What follows belongs to an exercise in optimizing a design on an open flow for small area, a short achievable clock period and few clock cycles per item; a production flow would make more cautious choices. In this exercise RTL edits were held to simulation tests only and were not proved equivalent to the original.

// led_cube_node_to_coordinate_unit
module led_cube_node_to_coordinate_unit (
  input  wire logic        clk_i,
  input  wire logic        rst_ni,
  input  wire logic        start_i,
  output logic             busy_o,
  input  wire logic [17:0] node_index_i,
  output logic             done_o,
  output logic [5:0]       voxel_x_o,
  output logic [5:0]       voxel_y_o,
  output logic [5:0]       voxel_z_o,
  output logic             index_out_of_range_o,
  input  wire logic        cfg_we_i,
  input  wire logic [2:0]  cfg_idx_i,
  input  wire logic [6:0]  cfg_data_i
);
Size in the first run: ~330 flip-flops, ~53 I/O pins.
Settings: LEC_CHECK=0, ABC_AREA=1, CAP_MARGIN=20, CORE_MARGIN=2, CORE_UTILIZATION=40, CTS_CLUSTER_DIAMETER=120, CTS_CLUSTER_SIZE=24, SETUP_SLACK_MARGIN=3.35, SLEW_MARGIN=20; clock period 5.5 ns.
standard.sh (not shown) runs the stock make flow with config.mk's settings and CLKGATE_MAP_FILE= SYNTH_SCRIPT=/design/flow/synth_recipe.tcl, a recipe that flattens the netlist after the stock synthesis.
==> flow/flow/run.sh <==
#!/bin/bash
# The standard layout, with the port buffers made of sky130_fd_sc_hd__buf_2 cells instead of
# the delay-buffer cells the resizer picks by default.
set -euo pipefail
bash standard.sh BUFFER_PORTS_ARGS="-buffer_cell sky130_fd_sc_hd__buf_2" finish > standard_make.log 2>&1
Testbench counts at the start, summed over its fixed seeds: cycles 32,448, items 32,000.
Next try:
- SETUP_SLACK_MARGIN: 3.35 -> 3.2
- TNS_END_PERCENT: unset -> 0
The new run went through all stages and came out clean.
Final cell count is lower slightly.
Worst setup slack degrades by 0.071 ns.
Non-clock buffer count goes down by 32.
Fmax came out lower by a few percent.
Hold slack hardly moves.
Die area stays the same.
Via count decreases by a few percent.
Utilization shrinks by 2.4 points.
Next try:
- SETUP_SLACK_MARGIN: 3.2 -> 3.3
- TNS_END_PERCENT: 0 -> 5
The new run ran to the end with no violations.
Area after synthesis stays the same.
Critical path depth decreases by 8.
Next try:
- CORE_UTILIZATION: 40 -> 60
- PLACE_DENSITY: unset -> 0.7
- SETUP_SLACK_MARGIN: 3.3 -> 3.35
- TNS_END_PERCENT: 5 -> unset
Outcome:
- sequential share of layout area fell by 0.54 points
- final area rose by 1.4%
- area after synthesis stays the same
- core utilization rose by 24 points
- hold slack improved by 0.0074 ns

---

Starting RTL as in the previous note.
==> flow/design.v (excerpt) <==
module led_cube_node_to_coordinate_unit (
  input  wire logic        clk_i,
  input  wire logic        rst_ni,
  input  wire logic        start_i,
  output logic             busy_o,
  input  wire logic [17:0] node_index_i,
  output logic             done_o,
  output logic [5:0]       voxel_x_o,
  output logic [5:0]       voxel_y_o,
  output logic [5:0]       voxel_z_o,
  output logic             index_out_of_range_o,
  input  wire logic        cfg_we_i,
  input  wire logic [2:0]  cfg_idx_i,
  input  wire logic [6:0]  cfg_data_i
);
  logic [5:0] wdim_q, hdim_q, ddim_q;
  logic [2:0] corner_q, style_q;
  logic [1:0] sstyle_q;
  logic       layer_q;
  logic [5:0] dim_wr;
  logic [2:0] style_wr;
  assign dim_wr   = (cfg_data_i == 7'd0) ? 6'd0 : (cfg_data_i > 7'd64) ? 6'd63 : 6'(cfg_data_i - 7'd1);
  assign style_wr = (cfg_data_i[2:1] == 2'b11) ? 3'd0 : cfg_data_i[2:0];
  always_ff @(posedge clk_i or negedge rst_ni) begin
    if (!rst_ni) begin
      wdim_q   <= 6'd0;
      hdim_q   <= 6'd0;
      ddim_q   <= 6'd0;
      corner_q <= 3'd0;
      style_q  <= 3'd0;
      sstyle_q <= 2'd0;
      layer_q  <= 1'b0;
    end else if (cfg_we_i) begin
      case (cfg_idx_i)
        3'd0: wdim_q   <= dim_wr;
        3'd1: hdim_q   <= dim_wr;
        3'd2: ddim_q   <= dim_wr;
        3'd3: corner_q <= cfg_data_i[2:0];
        3'd4: style_q  <= style_wr;
        3'd5: sstyle_q <= (cfg_data_i[1:0] == 2'd3) ? 2'd0 : cfg_data_i[1:0];
        3'd6: layer_q  <= cfg_data_i[0];
        default: ;
      endcase
    end
  end
  function automatic logic [5:0] orient(input logic [5:0] i);
    logic [5:0] e;
    case (i)
  ...
export LEC_CHECK = 0
export ABC_AREA = 1
export CAP_MARGIN = 5
export CORE_MARGIN = 2
export CORE_UTILIZATION = 40
export CTS_CLUSTER_DIAMETER = 120
export CTS_CLUSTER_SIZE = 24
export SETUP_SLACK_MARGIN = 3.3
export SLEW_MARGIN = 5
export TNS_END_PERCENT = 0
create_clock -name core_clock -period 5.5 [get_ports {clk_i}]
Scripts as last shown in full above: flow/flow/run.sh
Testbench counts at the start, summed over its fixed seeds: cycles 32,448, items 32,000.
Then changed:
- CAP_MARGIN: 5 -> 20
- CORE_UTILIZATION: 40 -> 55
- CTS_CLUSTER_DIAMETER: 120 -> 150
- CTS_CLUSTER_SIZE: 24 -> 30
- SETUP_SLACK_MARGIN: 3.3 -> 3.35
- SLEW_MARGIN: 5 -> 20
- TNS_END_PERCENT: 0 -> unset
=> Routed wire length rises by about 1%; via count increases by 1.3%; utilization grows by 18 points; die area goes down by about 27%; cell count falls by about 4.4%; register-to-register slack barely changes.
Then changed:
- CORE_UTILIZATION: 55 -> 40
- CTS_CLUSTER_DIAMETER: 150 -> 120
- CTS_CLUSTER_SIZE: 30 -> 24
- SETUP_SLACK_MARGIN: 3.35 -> 3.4
- TNS_END_PERCENT: unset -> 5
After rerunning: Non-clock buffer count rises by 5. Worst setup slack degrades by 0.022 ns. Die area goes up by 37%. Via count came out higher by 0.50%. Clock-buffer cell count increases by 3. Final area went up by 0.69%. Synthesized cell count stays the same.

==> what the ideal ports hide <==
Ports are ideal in the flow. The routed layouts listed here were re-timed in OpenROAD. Step 1 sets driving cells, clkbuf_16 on the clock port and buf_2 on the other inputs (assumed; they add their load-dependent delay and slew). Step 2 also shifts input and output timing later by t, the mid clock arrival at the registers, as if the neighbouring blocks saw the same clock. Slacks: ideal ports / drivers / drivers and shift; pairs: ideal ports / drivers.
run | t, ns | setup slack, ns | slew at the worst register clock pin (ns)
the first run of note 1 | 0.566 | 3.389 / 3.336 / 2.919 | 0.10 / 0.10
the second run of note 1 | 0.565 | 3.317 / 3.317 / 2.805 | 0.10 / 0.10
the third run of note 1 | 0.580 | 3.373 / 3.320 / 2.876 | 0.11 / 0.11
the fourth run of note 1 | 0.549 | 3.408 / 3.356 / 2.929 | 0.10 / 0.10
the first run of note 2 | 0.580 | 3.373 / 3.320 / 2.892 | 0.11 / 0.11
the second run of note 2 | 0.536 | 3.395 / 3.345 / 2.995 | 0.12 / 0.12
the third run of note 2 | 0.579 | 3.372 / 3.319 / 2.921 | 0.10 / 0.10
After both steps every run listed still meets setup and hold. For the second run of note 1, which loses most, drivers alone change the setup slack by 0.000 ns; drivers and shift together by -0.512 ns.
